This is an optimization exercise on Yosys and OpenROAD, whose aim is small area and a short achievable clock period, not a production implementation.
Function was checked by simulation only, so behaviour that the tests miss may differ from the original.

Setup of run A:
==> flow/design.v <==
module data_memory_ws #(
    parameter int unsigned DEPTH       = 64,
    parameter int unsigned BASE_ADDR   = 1024,
    parameter int unsigned WAIT_CYCLES = 2
) (
    input  logic        clk,
    input  logic        rst,
    input  logic        MEM_R_EN,
    input  logic        MEM_W_EN,
    input  logic [1:0]  MEM_SIZE,
    input  logic [31:0] alu_res,
    input  logic [31:0] rm_val,
    output logic [31:0] data_mem,
    output logic        mem_ready,
    output logic        mem_busy,
    output logic        addr_err
);
    localparam int unsigned IdxW = (DEPTH > 1) ? $clog2(DEPTH) : 1;
    localparam logic [31:0] Base = 32'(BASE_ADDR);
    localparam logic [31:0] Top  = 32'(BASE_ADDR) + 32'(DEPTH) * 32'd4;
    logic busy_q, s1_q, s2_q;
    logic [IdxW-1:0] idx_q;
    logic [1:0]      lo_q;
    logic [1:0]      size_q;
    logic            wr_q;
    logic            err_q;
    logic [3:0]      lane_q;
    logic [31:0]     wal_q;
    logic [1:0]  lo1_q;
    logic [1:0]  size1_q;
    logic        rd1_q;
    logic        err1_q;
    logic [31:0] rword_q;
    logic                   valid_q;
    logic [DEPTH-1:0][31:0] mem_q;
    logic req, accept;
    logic in_range, misaligned;
    logic [31:0] off;
    assign req    = MEM_R_EN | MEM_W_EN;
    assign accept = !busy_q && req;
    assign off      = alu_res - Base;
    assign in_range = (alu_res >= Base) && (alu_res < Top);
    always_comb begin
        case (MEM_SIZE)
            2'b10:   misaligned = 1'b0;
            2'b01:   misaligned = alu_res[0];
            default: misaligned = (alu_res[1:0] != 2'b00);
        endcase
    end
    logic [3:0]  lane;
    logic [31:0] wal;
    always_comb begin
        case (MEM_SIZE)
            2'b10:   lane = 4'b0001 << alu_res[1:0];
            2'b01:   lane = alu_res[1] ? 4'b1100 : 4'b0011;
            default: lane = 4'b1111;
        endcase
        case (MEM_SIZE)
            2'b10:   wal = {4{rm_val[7:0]}};
            2'b01:   wal = {2{rm_val[15:0]}};
            default: wal = rm_val;
        endcase
    end
    always_ff @(posedge clk) begin
        idx_q   <= off[IdxW+1:2];
        lo_q    <= alu_res[1:0];
        size_q  <= MEM_SIZE;
        wr_q    <= MEM_W_EN;
        err_q   <= !in_range || misaligned;
        lane_q  <= lane;
        wal_q   <= wal;
    end
    always_ff @(posedge clk or posedge rst) begin
        if (rst) begin
            busy_q    <= 1'b0;
            s1_q      <= 1'b0;
            s2_q      <= 1'b0;
            mem_ready <= 1'b0;
            addr_err  <= 1'b0;
        end else begin
            busy_q    <= accept || (busy_q && !mem_ready);
            s1_q      <= accept;
            s2_q      <= s1_q;
            mem_ready <= s2_q;
            addr_err  <= s2_q && err1_q;
        end
    end
    assign mem_busy = busy_q;
    logic [DEPTH-1:0] sel_q;
    always_comb begin
        for (int w = 0; w < int'(DEPTH); w++) begin
            sel_q[w] = (idx_q == IdxW'(w));
        end
    end
    logic [31:0] rd_word;
    for (genvar b = 0; b < 32; b++) begin : g_rd
        logic [DEPTH-1:0] col;
        for (genvar w = 0; w < int'(DEPTH); w++) begin : g_col
            assign col[w] = mem_q[w][b];
        end
        data_memory_ws_rd64 u_rd (.sel(sel_q), .d(col), .y(rd_word[b]));
    end
    always_ff @(posedge clk) begin
        rword_q <= rd_word;
        lo1_q   <= lo_q;
        size1_q <= size_q;
        rd1_q   <= !wr_q;
        err1_q  <= err_q;
    end
    logic [31:0] rd_data;
    always_comb begin
        case (size1_q)
            2'b10:   rd_data = {24'h0, rword_q[{lo1_q, 3'b000} +: 8]};
            2'b01:   rd_data = {16'h0, rword_q[{lo1_q[1], 4'b0000} +: 16]};
            default: rd_data = rword_q;
        endcase
    end
    always_ff @(posedge clk or posedge rst) begin
        if (rst) begin
            data_mem <= '0;
        end else if (s2_q && rd1_q) begin
            data_mem <= (err1_q || !valid_q) ? 32'h0 : rd_data;
        end
    end
    logic do_wr;
    assign do_wr = s1_q && wr_q && !err_q;
    logic [31:0]            wdl;
    logic [3:0]             lanec;
    logic [DEPTH-1:0]       selc;
    logic [DEPTH-1:0][3:0]  hold;
    logic [DEPTH-1:0][31:0] mem_d;
    logic                   clr;
    assign clr = do_wr && !valid_q;
    always_comb begin
        for (int b = 0; b < 32; b++) begin
            wdl[b] = do_wr && lane_q[b / 8] && wal_q[b];
        end
        for (int l = 0; l < 4; l++) begin
            lanec[l] = do_wr && (lane_q[l] || !valid_q);
        end
        for (int w = 0; w < int'(DEPTH); w++) begin
            selc[w] = sel_q[w] || clr;
        end
    end
    for (genvar w = 0; w < int'(DEPTH); w++) begin : g_w
        for (genvar l = 0; l < 4; l++) begin : g_l
            data_memory_ws_nand2 u_hold (.a(selc[w]), .b(lanec[l]), .y(hold[w][l]));
        end
        for (genvar b = 0; b < 32; b++) begin : g_b
            data_memory_ws_upd u_upd (
                .ld  (sel_q[w]),
                .wd  (wdl[b]),
                .hold(hold[w][b / 8]),
                .q   (mem_q[w][b]),
                .d   (mem_d[w][b])
            );
        end
    end
    always_ff @(posedge clk) begin
        mem_q <= mem_d;
    end
    always_ff @(posedge clk or posedge rst) begin
        if (rst) begin
            valid_q <= '0;
        end else begin
            if (do_wr) valid_q <= 1'b1;
        end
    end
endmodule
module data_memory_ws_upd (
    input  logic ld,
    input  logic wd,
    input  logic hold,
    input  logic q,
    output logic d
);
    assign d = (ld & wd) | (hold & q);
endmodule
module data_memory_ws_rd64 (
    input  logic [63:0] sel,
    input  logic [63:0] d,
    output logic        y
);
    logic [21:0] n1;
    logic [5:0]  p2;
    logic [2:0]  n3;
    for (genvar i = 0; i < 21; i++) begin : g_aoi3
        data_memory_ws_aoi222 u (
            .a1(sel[3*i]),   .a2(d[3*i]),
            .b1(sel[3*i+1]), .b2(d[3*i+1]),
            .c1(sel[3*i+2]), .c2(d[3*i+2]),
            .y(n1[i])
        );
    end
    data_memory_ws_nand2 u_last (.a(sel[63]), .b(d[63]), .y(n1[21]));
    for (genvar i = 0; i < 5; i++) begin : g_nand4
        data_memory_ws_nand4 u (.a(n1[4*i]), .b(n1[4*i+1]), .c(n1[4*i+2]), .d(n1[4*i+3]),
                                .y(p2[i]));
    end
    data_memory_ws_nand2 u_nand2 (.a(n1[20]), .b(n1[21]), .y(p2[5]));
    for (genvar i = 0; i < 3; i++) begin : g_nor2
        data_memory_ws_nor2 u (.a(p2[2*i]), .b(p2[2*i+1]), .y(n3[i]));
    end
    data_memory_ws_nand3 u_nand3 (.a(n3[0]), .b(n3[1]), .c(n3[2]), .y(y));
endmodule
module data_memory_ws_aoi222 (
    input  logic a1, a2, b1, b2, c1, c2,
    output logic y
);
    assign y = !((a1 & a2) | (b1 & b2) | (c1 & c2));
endmodule
module data_memory_ws_nand4 (
    input  logic a, b, c, d,
    output logic y
);
    assign y = !(a & b & c & d);
endmodule
module data_memory_ws_nand2 (
    input  logic a, b,
    output logic y
);
    assign y = !(a & b);
endmodule
module data_memory_ws_nor2 (
    input  logic a, b,
    output logic y
);
    assign y = !(a | b);
endmodule
module data_memory_ws_nand3 (
    input  logic a, b, c,
    output logic y
);
    assign y = !(a & b & c);
endmodule
export LEC_CHECK = 0
export CAP_MARGIN = 20
export CORE_MARGIN = 2
export CORE_UTILIZATION = 50
export CTS_CLUSTER_DIAMETER = 100
export CTS_CLUSTER_SIZE = 28
export SLEW_MARGIN = 20
export SYNTH_HIERARCHICAL = 1
create_clock -name core_clock -period 10.0 [get_ports {clk}]
standard.sh (not shown) runs the stock make flow with config.mk's settings and CLKGATE_MAP_FILE= SYNTH_SCRIPT=/design/flow/synth_recipe.tcl, a recipe that flattens the netlist after the stock synthesis.
==> flow/flow/run.sh <==
#!/bin/bash
# The standard layout with these changes to how it is made (the constraints are the design's):
# * timing repair aims at a 3 ns clock instead of the design's period, so it keeps improving
#   paths that already meet it;
# * clock tree synthesis inserts no dummy loads;
# * ports are buffered with buf_2 instead of the default delay-buffer cell;
# * after placement, each output's flip-flop is moved next to the output's buffer
#   (flow/move_out.tcl), so the flip-flop does not drive a long wire to the port.
set -euo pipefail
ARGS=(SETUP_SLACK_MARGIN=7
  "CTS_ARGS=-sink_clustering_enable -repair_clock_nets -sink_clustering_size 28 -sink_clustering_max_diameter 100 -dont_use_dummy_load"
  "BUFFER_PORTS_ARGS=-buffer_cell sky130_fd_sc_hd__buf_2")
bash standard.sh "${ARGS[@]}" place > standard_place.log 2>&1
PLACE_ODB=orfs/results/sky130hd/data_memory_ws/base/3_place.odb openroad -no_init -exit flow/move_out.tcl > move_out.log 2>&1
bash standard.sh "${ARGS[@]}" finish > standard_finish.log 2>&1
==> flow/flow/move_out.tcl <==
# Place each output port's flip-flop, and the cells that read that flip-flop, at the port's
# buffer, then legalize. The flip-flop then drives a short net to the buffer, and the long net, if
# any, is on its input side.
read_db $::env(PLACE_ODB)
set block [ord::get_db_block]
set moved 0
foreach bt [$block getBTerms] {
  if {[$bt getIoType] ne "OUTPUT"} { continue }
  set net [$bt getNet]
  set buf ""
  foreach it [$net getITerms] { if {[$it isOutputSignal]} { set buf [$it getInst] } }
  if {$buf eq ""} { continue }
  set bnet ""
  foreach it [$buf getITerms] { if {[$it isInputSignal]} { set bnet [$it getNet] } }
  if {$bnet eq ""} { continue }
  set ff ""
  foreach it [$bnet getITerms] { if {[$it isOutputSignal]} { set ff [$it getInst] } }
  if {$ff eq "" || ![[$ff getMaster] isSequential]} { continue }
  set loc [$buf getLocation]
  set group [list $ff]
  foreach it [$bnet getITerms] {
    set i [$it getInst]
    if {$i ne $buf && $i ne $ff && [$it isInputSignal]} { lappend group $i }
  }
  foreach i $group {
    $i setLocation [lindex $loc 0] [lindex $loc 1]
    $i setPlacementStatus PLACED
    incr moved
  }
}
puts "moved $moved cells"
detailed_placement
check_placement -verbose
write_db $::env(PLACE_ODB)
Modified inputs, run B compared to run A
--- a/flow/design.v
+++ b/flow/design.v
@@ -123,34 +123,23 @@
         end
     end
     logic do_wr;
     assign do_wr = s1_q && wr_q && !err_q;
-    logic [31:0]            wdl;
-    logic [3:0]             lanec;
-    logic [DEPTH-1:0]       selc;
-    logic [DEPTH-1:0][3:0]  hold;
+    logic [DEPTH-1:0][3:0]  ld, hold;
     logic [DEPTH-1:0][31:0] mem_d;
-    logic                   clr;
-    assign clr = do_wr && !valid_q;
-    always_comb begin
-        for (int b = 0; b < 32; b++) begin
-            wdl[b] = do_wr && lane_q[b / 8] && wal_q[b];
-        end
-        for (int l = 0; l < 4; l++) begin
-            lanec[l] = do_wr && (lane_q[l] || !valid_q);
-        end
+    always_comb begin
         for (int w = 0; w < int'(DEPTH); w++) begin
-            selc[w] = sel_q[w] || clr;
+            for (int l = 0; l < 4; l++) begin
+                ld[w][l]   = do_wr && sel_q[w] && lane_q[l];
+                hold[w][l] = !(do_wr && (sel_q[w] || !valid_q) && (lane_q[l] || !valid_q));
+            end
         end
     end
     for (genvar w = 0; w < int'(DEPTH); w++) begin : g_w
-        for (genvar l = 0; l < 4; l++) begin : g_l
-            data_memory_ws_nand2 u_hold (.a(selc[w]), .b(lanec[l]), .y(hold[w][l]));
-        end
         for (genvar b = 0; b < 32; b++) begin : g_b
             data_memory_ws_upd u_upd (
-                .ld  (sel_q[w]),
-                .wd  (wdl[b]),
+                .ld  (ld[w][b / 8]),
+                .wd  (wal_q[b]),
                 .hold(hold[w][b / 8]),
                 .q   (mem_q[w][b]),
                 .d   (mem_d[w][b])
             );
## What came out
Core utilization (run B over run A): decrease, 0.82 points. Summary: with run A as the reference, length of routed met2 wiring in run B moved up by a few percent. [compare] base=run A new=run B: arrival time reported for the critical path endpoint now sits lower, area of the die now sits higher, share of the cycle needed by the critical path after routing now sits at about the same level. Looking at most crowded layer after global routing, the met2 result is from run A; the met1 one comes from run B.

## static timing again, ports no longer ideal
How much do the figures lean on ideal ports? The routed layouts below were timed once more, with nothing changed but the port constraints. Step 1: set_driving_cell puts a clkbuf_16 on clk and a buf_2 on each other input, an assumption about the parent block. Step 2, shift: input delay + t, output delay - t, t = (earliest + latest rising clock arrival at the registers) / 2. This alone moves slack from input paths to output paths. Three values: no drivers, after step 1, after step 2; two values: the first two.
run	t, ns	setup slack, ns	worst hold slack (ns)
run A	0.815	6.675 / 6.595 / 6.380	0.326 / 0.326 / 0.326
run B	0.820	6.686 / 6.600 / 6.428	0.339 / 0.339 / 0.339
After both steps every run listed still meets setup and hold. The setup slack of run A, which loses most, moves by -0.080 ns with the drivers and by -0.295 ns with both steps.
